This design comes from an exercise in tuning for small area, a short achievable clock period and few clock cycles on the open sky130 flow, not from production work. The RTL was checked by simulation tests, not by an equivalence proof against the original design. Power is estimated from default activity; no workload was simulated.

==> flow/config.mk <==
export PLATFORM = sky130hd
export DESIGN_NAME = matrix_mac
export DESIGN_NICKNAME = matrix_mac
export VERILOG_FILES = /design/flow/design.v
export SDC_FILE = /design/flow/constraint.sdc
export NUM_CORES = 4
export LEC_CHECK = 0
export CAP_MARGIN = 20
export CORE_MARGIN = 2
export CORE_UTILIZATION = 40
export SLEW_MARGIN = 20
==> flow/constraint.sdc <==
create_clock -name core_clock -period 6.2 [get_ports {i_clk}]
set_input_delay 1.2400 -clock core_clock [delete_from_list [all_inputs] [get_ports {i_clk}]]
set_output_delay 1.2400 -clock core_clock [all_outputs]
set_load 0.01 [all_outputs]
==> flow/design.v <==
module mac_ctrl
(
  input  logic        i_clk,
  input  logic        i_rst_n,
  input  logic        i_clear,
  input  logic        i_start,
  input  logic [14:0] i_instr,
  output logic        o_busy,
  output logic        o_done,
  output logic        o_issue_valid,
  output logic [1:0]  o_issue_op,
  output logic [2:0]  o_issue_step,
  output logic        o_issue_first,
  output logic [15:0] o_issue_mask
);
  localparam int MAT_DIM     = 4;
  localparam int STEP_W      = 3;
  localparam int MUL_STAGES  = 2;
  localparam int ADD_LATENCY = 2;
  localparam int MUL_LATENCY = MUL_STAGES + 2;
  localparam logic [1:0] OP_ADD    = 2'd0;
  localparam logic [1:0] OP_EWMUL  = 2'd1;
  localparam logic [1:0] OP_MATMUL = 2'd2;
  localparam logic ST_IDLE = 1'b0;
  localparam logic ST_BUSY = 1'b1;
  logic [1:0]        in_op;
  logic              in_init_acc;
  logic [3:0]        in_row_mask;
  logic [3:0]        in_col_mask;
  logic [STEP_W-1:0] in_dim;
  assign in_op       = i_instr[14:13];
  assign in_init_acc = i_instr[11];
  assign in_row_mask = i_instr[10:7];
  assign in_col_mask = i_instr[6:3];
  assign in_dim      = i_instr[2:0];
  logic              state_q;
  logic [1:0]        op_q;
  logic              init_acc_q;
  logic [15:0]       mask_q;
  logic [STEP_W-1:0] nsteps_q;
  logic [STEP_W-1:0] step_q;
  logic [STEP_W-1:0] lat_q;
  logic              done_q;
  logic [15:0]       start_mask;
  logic [STEP_W-1:0] start_nsteps;
  logic [STEP_W-1:0] start_lat;
  logic              issuing;
  always_comb
  begin
    for (int r = 0; r < MAT_DIM; r++)
    begin
      for (int c = 0; c < MAT_DIM; c++)
      begin
        start_mask[r*MAT_DIM+c] = in_row_mask[r] & in_col_mask[c];
      end
    end
  end
  always_comb
  begin
    case (in_op)
      OP_MATMUL:
      begin
        start_nsteps = in_dim;
        start_lat    = in_dim + STEP_W'(MUL_LATENCY - 1);
      end
      OP_EWMUL:
      begin
        start_nsteps = STEP_W'(1);
        start_lat    = STEP_W'(MUL_LATENCY);
      end
      default:
      begin
        start_nsteps = STEP_W'(1);
        start_lat    = STEP_W'(ADD_LATENCY);
      end
    endcase
  end
  always_ff @(posedge i_clk or negedge i_rst_n)
  begin
    if (!i_rst_n)
    begin
      op_q       <= OP_ADD;
      init_acc_q <= 1'b0;
      mask_q     <= '0;
      nsteps_q   <= '0;
    end
    else if (i_start && state_q == ST_IDLE)
    begin
      op_q       <= in_op;
      init_acc_q <= in_init_acc;
      mask_q     <= start_mask;
      nsteps_q   <= start_nsteps;
    end
  end
  assign issuing = (state_q == ST_BUSY) && (step_q < nsteps_q);
  always_ff @(posedge i_clk or negedge i_rst_n)
  begin
    if (!i_rst_n)
    begin
      state_q <= ST_IDLE;
      step_q  <= '0;
      lat_q   <= '0;
      done_q  <= 1'b0;
    end
    else if (i_clear)
    begin
      state_q <= ST_IDLE;
      step_q  <= '0;
      lat_q   <= '0;
      done_q  <= 1'b0;
    end
    else
    begin
      done_q <= 1'b0;
      case (state_q)
        ST_IDLE:
        begin
          if (i_start)
          begin
            state_q <= ST_BUSY;
            step_q  <= '0;
            lat_q   <= start_lat;
          end
        end
        default:
        begin
          if (issuing)
            step_q <= step_q + STEP_W'(1);
          if (done_q)
            state_q <= ST_IDLE;
          else
          begin
            lat_q  <= lat_q - STEP_W'(1);
            done_q <= (lat_q == STEP_W'(1));
          end
        end
      endcase
    end
  end
  assign o_busy = (state_q == ST_BUSY);
  assign o_done = done_q;
  assign o_issue_valid = issuing;
  assign o_issue_op    = op_q;
  assign o_issue_step  = step_q;
  assign o_issue_first = (step_q == '0) && ((op_q != OP_MATMUL) || init_acc_q);
  assign o_issue_mask  = mask_q;
endmodule
module operand_route
(
  input  logic         i_clk,
  input  logic         i_rst_n,
  input  logic         i_clear,
  input  logic         i_start,
  input  logic [14:0]  i_instr,
  input  logic [255:0] i_mat_a,
  input  logic [255:0] i_mat_b,
  input  logic         i_issue_valid,
  input  logic [1:0]   i_issue_op,
  input  logic [2:0]   i_issue_step,
  input  logic         i_issue_first,
  input  logic [15:0]  i_issue_mask,
  output logic [255:0] o_mul_a,
  output logic [255:0] o_mul_b,
  output logic [255:0] o_add_a,
  output logic [255:0] o_add_b,
  output logic         o_sub,
  output logic         o_issue_valid,
  output logic [1:0]   o_issue_op,
  output logic [2:0]   o_issue_step,
  output logic         o_issue_first,
  output logic [15:0]  o_issue_mask
);
  localparam int MAT_DIM = 4;
  localparam int ELEM_W  = 16;
  localparam int IDX_W   = 2;
  localparam logic [1:0] OP_MATMUL = 2'd2;
  logic [255:0]     a_q;
  logic [255:0]     b_q;
  logic             sub_q;
  logic [255:0]     mul_a_d;
  logic [255:0]     mul_b_d;
  logic [255:0]     mul_a_q;
  logic [255:0]     mul_b_q;
  logic             issue_valid_q;
  logic [1:0]       issue_op_q;
  logic [2:0]       issue_step_q;
  logic             issue_first_q;
  logic [15:0]      issue_mask_q;
  logic [IDX_W-1:0] k;
  always_ff @(posedge i_clk)
  begin
    if (i_start)
    begin
      a_q <= i_mat_a;
      b_q <= i_mat_b;
    end
  end
  always_ff @(posedge i_clk or negedge i_rst_n)
  begin
    if (!i_rst_n)
      sub_q <= 1'b0;
    else if (i_start)
      sub_q <= i_instr[12];
  end
  assign k = i_issue_step[IDX_W-1:0];
  always_comb
  begin
    mul_a_d = a_q;
    mul_b_d = b_q;
    if (i_issue_op == OP_MATMUL)
    begin
      for (int m = 0; m < MAT_DIM; m++)
      begin
        for (int n = 0; n < MAT_DIM; n++)
        begin
          mul_a_d[(m*MAT_DIM+n)*ELEM_W +: ELEM_W] = a_q[(m*MAT_DIM+k)*ELEM_W +: ELEM_W];
          mul_b_d[(m*MAT_DIM+n)*ELEM_W +: ELEM_W] = b_q[(k*MAT_DIM+n)*ELEM_W +: ELEM_W];
        end
      end
    end
  end
  always_ff @(posedge i_clk)
  begin
    if (i_issue_valid)
    begin
      mul_a_q <= mul_a_d;
      mul_b_q <= mul_b_d;
    end
  end
  always_ff @(posedge i_clk or negedge i_rst_n)
  begin
    if (!i_rst_n)
    begin
      issue_valid_q <= 1'b0;
      issue_op_q    <= '0;
      issue_step_q  <= '0;
      issue_first_q <= 1'b0;
      issue_mask_q  <= '0;
    end
    else if (i_clear)
    begin
      issue_valid_q <= 1'b0;
      issue_op_q    <= '0;
      issue_step_q  <= '0;
      issue_first_q <= 1'b0;
      issue_mask_q  <= '0;
    end
    else
    begin
      issue_valid_q <= i_issue_valid;
      issue_op_q    <= i_issue_op;
      issue_step_q  <= i_issue_step;
      issue_first_q <= i_issue_first;
      issue_mask_q  <= i_issue_mask;
    end
  end
  assign o_mul_a       = mul_a_q;
  assign o_mul_b       = mul_b_q;
  assign o_add_a       = a_q;
  assign o_add_b       = b_q;
  assign o_sub         = sub_q;
  assign o_issue_valid = issue_valid_q;
  assign o_issue_op    = issue_op_q;
  assign o_issue_step  = issue_step_q;
  assign o_issue_first = issue_first_q;
  assign o_issue_mask  = issue_mask_q;
endmodule
module mul_array
(
  input  logic         i_clk,
  input  logic         i_rst_n,
  input  logic         i_clear,
  input  logic [255:0] i_a,
  input  logic [255:0] i_b,
  input  logic         i_issue_valid,
  input  logic [1:0]   i_issue_op,
  input  logic [2:0]   i_issue_step,
  input  logic         i_issue_first,
  input  logic [15:0]  i_issue_mask,
  output logic [255:0] o_prod,
  output logic         o_issue_valid,
  output logic [1:0]   o_issue_op,
  output logic [2:0]   o_issue_step,
  output logic         o_issue_first,
  output logic [15:0]  o_issue_mask
);
  localparam int MAT_DIM = 4;
  localparam int ELEM_W  = 16;
  logic [255:0] prod_d;
  logic [255:0] prod_q0;
  logic [255:0] prod_q1;
  logic         valid_q0,  valid_q1;
  logic [1:0]   op_q0,     op_q1;
  logic [2:0]   step_q0,   step_q1;
  logic         first_q0,  first_q1;
  logic [15:0]  mask_q0,   mask_q1;
  always_comb
  begin
    for (int e = 0; e < MAT_DIM*MAT_DIM; e++)
    begin
      prod_d[e*ELEM_W +: ELEM_W] = i_a[e*ELEM_W +: ELEM_W] * i_b[e*ELEM_W +: ELEM_W];
    end
  end
  always_ff @(posedge i_clk)
  begin
    if (i_issue_valid)
      prod_q0 <= prod_d;
    if (valid_q0)
      prod_q1 <= prod_q0;
  end
  always_ff @(posedge i_clk or negedge i_rst_n)
  begin
    if (!i_rst_n)
    begin
      valid_q0 <= 1'b0; op_q0 <= '0; step_q0 <= '0; first_q0 <= 1'b0; mask_q0 <= '0;
      valid_q1 <= 1'b0; op_q1 <= '0; step_q1 <= '0; first_q1 <= 1'b0; mask_q1 <= '0;
    end
    else if (i_clear)
    begin
      valid_q0 <= 1'b0; op_q0 <= '0; step_q0 <= '0; first_q0 <= 1'b0; mask_q0 <= '0;
      valid_q1 <= 1'b0; op_q1 <= '0; step_q1 <= '0; first_q1 <= 1'b0; mask_q1 <= '0;
    end
    else
    begin
      valid_q0 <= i_issue_valid; op_q0 <= i_issue_op; step_q0 <= i_issue_step;
      first_q0 <= i_issue_first; mask_q0 <= i_issue_mask;
      valid_q1 <= valid_q0; op_q1 <= op_q0; step_q1 <= step_q0;
      first_q1 <= first_q0; mask_q1 <= mask_q0;
    end
  end
  assign o_prod        = prod_q1;
  assign o_issue_valid = valid_q1;
  assign o_issue_op    = op_q1;
  assign o_issue_step  = step_q1;
  assign o_issue_first = first_q1;
  assign o_issue_mask  = mask_q1;
endmodule
module acc_array
(
  input  logic         i_clk,
  input  logic         i_rst_n,
  input  logic         i_clear,
  input  logic [255:0] i_add_a,
  input  logic [255:0] i_add_b,
  input  logic [255:0] i_prod,
  input  logic         i_sub,
  input  logic         i_add_valid,
  input  logic [1:0]   i_add_op,
  input  logic [15:0]  i_add_mask,
  input  logic         i_mul_valid,
  input  logic [1:0]   i_mul_op,
  input  logic         i_mul_first,
  input  logic [15:0]  i_mul_mask,
  output logic [255:0] o_result
);
  localparam int MAT_DIM = 4;
  localparam int ELEM_W  = 16;
  localparam logic [1:0] OP_ADD = 2'd0;
  logic [255:0] acc_q;
  logic [255:0] acc_d;
  logic [255:0] rhs;
  logic         add_fire;
  logic         mul_fire;
  assign add_fire = i_add_valid && (i_add_op == OP_ADD);
  assign mul_fire = i_mul_valid && (i_mul_op != OP_ADD);
  assign rhs = i_sub ? ~i_add_b : i_add_b;
  always_comb
  begin
    acc_d = acc_q;
    for (int e = 0; e < MAT_DIM*MAT_DIM; e++)
    begin
      if (add_fire && i_add_mask[e])
        acc_d[e*ELEM_W +: ELEM_W] = i_add_a[e*ELEM_W +: ELEM_W] + rhs[e*ELEM_W +: ELEM_W]
                                    + {{(ELEM_W-1){1'b0}}, i_sub};
      else if (mul_fire && i_mul_mask[e])
        acc_d[e*ELEM_W +: ELEM_W] = (i_mul_first ? {ELEM_W{1'b0}} : acc_q[e*ELEM_W +: ELEM_W])
                                    + i_prod[e*ELEM_W +: ELEM_W];
    end
  end
  always_ff @(posedge i_clk or negedge i_rst_n)
  begin
    if (!i_rst_n)
      acc_q <= '0;
    else if (!i_clear)
      acc_q <= acc_d;
  end
  assign o_result = acc_q;
endmodule
module matrix_mac
(
  input  logic         i_clk,
  input  logic         i_rst_n,
  input  logic         i_clear,
  input  logic         i_start,
  input  logic [14:0]  i_instr,
  input  logic [255:0] i_mat_a,
  input  logic [255:0] i_mat_b,
  output logic         o_busy,
  output logic         o_done,
  output logic [15:0]  o_wenable,
  output logic [255:0] o_result
);
  logic         ctrl_valid, route_valid, mul_valid;
  logic [1:0]   ctrl_op,    route_op,    mul_op;
  logic [2:0]   ctrl_step,  route_step,  mul_step;
  logic         ctrl_first, route_first, mul_first;
  logic [15:0]  ctrl_mask,  route_mask,  mul_mask;
  logic [255:0] mul_a;
  logic [255:0] mul_b;
  logic [255:0] add_a;
  logic [255:0] add_b;
  logic [255:0] prod;
  logic         sub;
  mac_ctrl mac_ctrl_inst (
    .i_clk         (i_clk),
    .i_rst_n       (i_rst_n),
    .i_clear       (i_clear),
    .i_start       (i_start),
    .i_instr       (i_instr),
    .o_busy        (o_busy),
    .o_done        (o_done),
    .o_issue_valid (ctrl_valid),
    .o_issue_op    (ctrl_op),
    .o_issue_step  (ctrl_step),
    .o_issue_first (ctrl_first),
    .o_issue_mask  (ctrl_mask)
  );
  operand_route operand_route_inst (
    .i_clk         (i_clk),
    .i_rst_n       (i_rst_n),
    .i_clear       (i_clear),
    .i_start       (i_start),
    .i_instr       (i_instr),
    .i_mat_a       (i_mat_a),
    .i_mat_b       (i_mat_b),
    .i_issue_valid (ctrl_valid),
    .i_issue_op    (ctrl_op),
    .i_issue_step  (ctrl_step),
    .i_issue_first (ctrl_first),
    .i_issue_mask  (ctrl_mask),
    .o_mul_a       (mul_a),
    .o_mul_b       (mul_b),
    .o_add_a       (add_a),
    .o_add_b       (add_b),
    .o_sub         (sub),
    .o_issue_valid (route_valid),
    .o_issue_op    (route_op),
    .o_issue_step  (route_step),
    .o_issue_first (route_first),
    .o_issue_mask  (route_mask)
  );
  mul_array mul_array_inst (
    .i_clk         (i_clk),
    .i_rst_n       (i_rst_n),
    .i_clear       (i_clear),
    .i_a           (mul_a),
    .i_b           (mul_b),
    .i_issue_valid (route_valid),
    .i_issue_op    (route_op),
    .i_issue_step  (route_step),
    .i_issue_first (route_first),
    .i_issue_mask  (route_mask),
    .o_prod        (prod),
    .o_issue_valid (mul_valid),
    .o_issue_op    (mul_op),
    .o_issue_step  (mul_step),
    .o_issue_first (mul_first),
    .o_issue_mask  (mul_mask)
  );
  acc_array acc_array_inst (
    .i_clk       (i_clk),
    .i_rst_n     (i_rst_n),
    .i_clear     (i_clear),
    .i_add_a     (add_a),
    .i_add_b     (add_b),
    .i_prod      (prod),
    .i_sub       (sub),
    .i_add_valid (route_valid),
    .i_add_op    (route_op),
    .i_add_mask  (route_mask),
    .i_mul_valid (mul_valid),
    .i_mul_op    (mul_op),
    .i_mul_first (mul_first),
    .i_mul_mask  (mul_mask),
    .o_result    (o_result)
  );
  assign o_wenable = o_done ? ctrl_mask : '0;
endmodule
==> flow/run.sh <==
#!/bin/bash
# synth_recipe.tcl (not shown) runs the flow's synth.tcl, then flattens the netlist and writes it again
# the make line also repeats each setting of config.mk as NAME=value (left out here)
make -C /OpenROAD-flow-scripts/flow DESIGN_CONFIG=/design/flow/config.mk WORK_HOME=/design/flow/orfs CLKGATE_MAP_FILE= SYNTH_SCRIPT=/design/flow/synth_recipe.tcl finish
==> impl.org <==
** Final layout
- Final cell utilization of the core :: 45.8%
- Sequential cell area :: 0.0548 mm²
- P&R area growth vs syn :: 14.2%
- Layout cells sized above 1 :: 4.40%
- The layout has 36,300 filler cells.
- The multi-input combinational cells in the finished layout cover a total of 0.0905 mm².
- Final-stage net count :: 18,900
- Design area :: 0.176 mm²

** Route
- Per-cell routed wire length :: 27.7 µm
- Vias post-DR :: 113,000
- Number of iterations in the first detailed-routing pass :: 8
- Post-route antenna net violation count :: 0
- Via-to-Cell Ratio :: 5.35
- After detailed routing, the number of remaining DRC violations is 0.
- The detailed router finished its first iteration with 12,000 violations.
- Post-detailed-routing wire length :: 587,000 µm

** Yosys
- The netlist uses 83 different library cells.
- The synthesized netlist occupies a cell area of 0.155 mm².
- In the synthesized netlist the async set-or-reset flop fraction comes to 18.4%.
- Number of nets produced by synthesis :: 18,200
- Counting flops and latches in the post-synthesis netlist gives 1,883.
- In this run the mean area of a mapped cell was 10.2 µm².
- Ys Warns :: 4
- After synthesis, the cell types taking the most area are sky130_fd_sc_hd__edfxtp_1 (30%), sky130_fd_sc_hd__fa_1 (17%), sky130_fd_sc_hd__ha_1 (10%).
- The biggest area contributor in the post-synthesis netlist is sky130_fd_sc_hd__edfxtp_1.
- Count of flip-flops with a built-in enable after synthesis :: 1,536
- In this run the biggest area consumer among cell types represents 29.8% of the synthesized area.
- Portion of the post-synthesis area used by sequential elements :: 35.5%
- Cells after synthesis :: 15,100
- Main flop type after synthesis :: sky130_fd_sc_hd__edfxtp_1

** Floorplanning
- After floorplanning, the core was divided into 228 placement rows.
- After floorplanning, the core was sized to cover 0.385 mm².
- Die width :: 626 µm
- The floorplan step set the die height to 626 µm.
- Initial Utilization :: 40.1%
- Top-level port count :: 805
- Total die area :: 0.391 mm²

** STA
- Final worst clock skew :: 0.0923 ns
- Min cycle time layout :: 5.70 ns
- The final max-slew violation count came to 0.
- Hold Vio Cnt, Final :: 0
- Setup-failing EPs final :: 0
- In the finished design, the share of the clock period the worst path needs comes to 91.9%.
- RSZ-0062 raised after global routing :: false
- Transition time at the pin with the least slew margin :: 1.38 ns
- Fmax :: 0.176 GHz
- Worst slew margin :: 8.30%

** Global route
- Global routing used 29.7% of the available tracks.
- Total overflow reported by the global router :: 0
- The number of antenna violations at the first check in global routing is 55.
- Vias in the first global route :: 110,000
- Largest net degree at the start of global routing :: 177
- The first global-routing pass estimated 822,000 µm of wire.

** CTS
- Post CTS Setup Buffer Count :: 0
- In this run the deepest clock path goes through 4 buffers.
- TritonCTS sink count :: 1,883
- TritonCTS Buffers :: 226
- Post-CTS repair changed the size of 0 cells.
- The H-tree was split into 4 levels.
- CTS tree :: done
- Post-CTS Hold Buffers :: 0
- Clock edge transition at the registers on the reported setup and hold paths :: 0.07 ns
- The clock reaches the later pin of the worst-skew pair after 1.00 ns.
- The root buffer cell chosen for the clock tree is sky130_fd_sc_hd__clkbuf_16.

** Critical path
- Buffer and inverter count on the worst path :: 3
- The setup path with the least slack is of type reg -> reg.
- Reg-to-Reg Start :: operand_route_inst.mul_b_q[17]
- The critical path starts at operand_route_inst.mul_b_q[17].
- STA classifies the critical path startpoint as a flip-flop.
- Data required time of the critical path :: 6.90 ns
- Crit path largest cell delay :: 0.60 ns
- Critical Path, Cell by Cell :: and2_1 > fa_1 > inv_1 > fa_1 > inv_1 > fa_1 > fa_1 > inv_1 > fa_1 > fa_1 > xor2_1 > xnor2_1 > xnor2_1 > xnor2_1 > xnor2_1 > xnor2_1 > xnor2_1
- STA puts the critical path data arrival time at 6.39 ns.
- In this design, the largest share of critical-path delay is due to adder cells.
- Worst-path maximum fanout :: 15
- Among all stages on the critical path, the largest delay is contributed by sky130_fd_sc_hd__edfxtp_1.
- Crit path capture type :: flip-flop

** Run
- Maxcap violations :: 0

** Power and ir drop
- IR drop worst, VDD :: 0.618 mV
- Final Total Pwr :: 90.1 mW
- In this run the static leakage power is 77.3 nW.
- For this design the ratio of total power to cell area is 510 mW/mm².

** Hold path
- Type of the most critical hold path :: in -> async

** Placed design
- Global placer's final weighted congestion :: 0.985
- After detailed placement, the total cell area comes to 0.169 mm².
- The HPWL after detailed placement is 468,000 µm.
- PortBufs :: 804

** Run status
- Status :: timing/DRC/antenna clean
==> placed cells by master, fill, tap and decap left out, types with 65 or more instances in the layout <==
master	count
sky130_fd_sc_hd__a21o_1	155
sky130_fd_sc_hd__nor2_1	430
sky130_fd_sc_hd__clkdlybuf4s50_1	801
sky130_fd_sc_hd__dfrtp_1	341
sky130_fd_sc_hd__nand2_1	2801
sky130_fd_sc_hd__buf_4	125
sky130_fd_sc_hd__nand2b_1	70
sky130_fd_sc_hd__ha_1	1257
sky130_fd_sc_hd__a21oi_1	536
sky130_fd_sc_hd__xor2_1	474
sky130_fd_sc_hd__xnor2_1	806
sky130_fd_sc_hd__diode_2	93
sky130_fd_sc_hd__o21a_1	65
sky130_fd_sc_hd__edfxtp_1	1536
sky130_fd_sc_hd__inv_1	1992
sky130_fd_sc_hd__o21bai_1	108
sky130_fd_sc_hd__clkbuf_16	226
sky130_fd_sc_hd__nor3_1	104
sky130_fd_sc_hd__and2_1	1101
sky130_fd_sc_hd__mux4_2	128
sky130_fd_sc_hd__o21ai_0	446
sky130_fd_sc_hd__nor2b_1	355
sky130_fd_sc_hd__fa_1	1312
==> stage by stage <==
stage | cells | hold WS, ns | TNS, ns | setup slack [ns]
detailed placement | 20700 | 0.405 | 0 | 0.530
global route | 21100 | 0.295 | 0 | 0.248
floorplan | 15100 | 0.400 | -4214.62 | -8.20
CTS | 21100 | 0.235 | 0 | 0.498
finish | 21200 | 0.285 | 0 | 0.503
global placement | 20700 | 0.401 | 0 | 0.570
==> report_power, final <==
group | internal (mW) | switching, mW
clock | 7.89 | 6.15
sequential | 18.1 | 2.63
combinational | 24.8 | 30.4
==> cells in the mapped netlist (all sizes together), types with 9 or more instances <==
library cell  count
fa             1312
nand2          2801
o22ai            11
mux4            128
o21a             66
a311oi            9
inv            1992
or3              42
nor2            430
a41oi            11
mux2             24
o31ai            16
or2              12
a21o            155
edfxtp         1536
nor3            106
and2           1102
a22oi            13
a31o             12
o21ai           451
nand4            12
o311ai           16
a21boi           14
nand2b           72
o41ai            25
a31oi            56
a2111oi          15
buf              48
o211ai           37
a211oi           32
a211o            13
xnor2           806
nor2b           357
o41a             12
ha             1257
clkbuf          445
xor2            474
o21bai          108
mux2i            21
a21oi           541
nand3            59
dfrtp           347
and3             33
o31a             16
==> final cells by class <==
class	instances	share of cell area [%]
sequential	1883	31.1
clock inverter	131	0.906
clock buffer	294	3.44
antenna	93	0.132
tap	5060	3.59
inverter	1992	4.24
multi-input combinational	10800	51.3
timing repair buffer	951	5.35
==> cell families after synthesis <==
group / count (synthesis) / synth area share [%]
flip-flops: 1883 / 35.5
AO/OA/AOI/OAI: 1679 / 6.71
AND/OR/NAND/NOR: 5066 / 15.2
buffers and inverters: 2485 / 6.04
multiplexers: 173 / 2.18
adder cells (fa/ha/maj): 2569 / 27.2
XOR/XNOR: 1280 / 7.25
==> flip-flops by register name (all words and copies together), names as in the netlist, 16 cells and up <==
signal                           cells
acc_array_inst.acc_q               256
mac_ctrl_inst.mask_q                16
mul_array_inst.mask_q0              16
mul_array_inst.mask_q1              16
mul_array_inst.prod_q0             256
mul_array_inst.prod_q1             256
operand_route_inst.a_q             256
operand_route_inst.b_q             256
operand_route_inst.issue_mask_q     16
operand_route_inst.mul_a_q         256
operand_route_inst.mul_b_q         256
==> worst paths after layout <==
check	to	slack [ns]	depth (start not counted)
worst max-delay path	mul_array_inst.prod_q0[31]	0.50	17
worst min-delay path	acc_array_inst.acc_q[4]	0.29	1
worst max register to register	mul_array_inst.prod_q0[31]	0.50	17
worst min register to register	mul_array_inst.prod_q1[214]	0.40	0
max in group asynchronous	acc_array_inst.acc_q[231]	4.51	2
min in group core_clock	mul_array_inst.prod_q1[214]	0.40	0
==> layer usage <==
| layer | routed length [µm] | part of all wire (%) | GRT usage, % |
|---|---|---|---|
| met5 | 194 | 0.033 | 0 |
| met4 | 44800 | 7.6 | 19.4 |
| met3 | 50000 | 8.5 | 5.90 |
| met2 | 260000 | 44 | 45.4 |
| met1 | 232000 | 40 | 38.4 |
Testbench counts, summed over its fixed seeds: cycles 5,938.

## what the ideal ports hide
Ports are ideal in the flow. The routed layout listed here was re-timed in OpenROAD.
Step 1 assumes that a clkbuf_16 drives the clock port and a buf_2 every other input.
Step 2 also shifts input and output timing later by t, the mid clock arrival at the registers, as if the neighbouring blocks saw the same clock.
a / b / c = ideal / step 1 / step 2; a / b = the first two.
shift t [ns]: 1.075
slack for setup (ns): 0.503 / 0.503 / 0.503
hold slack, ns: 0.285 / 0.227 / 0.402
slew at the worst register clock pin (ns): 0.07 / 0.07
worst slew at a driven data input, ns: 0.27
After both steps this run still meets setup and hold. The setup slack of this run moves by 0.000 ns with the drivers and by 0.000 ns with both steps.
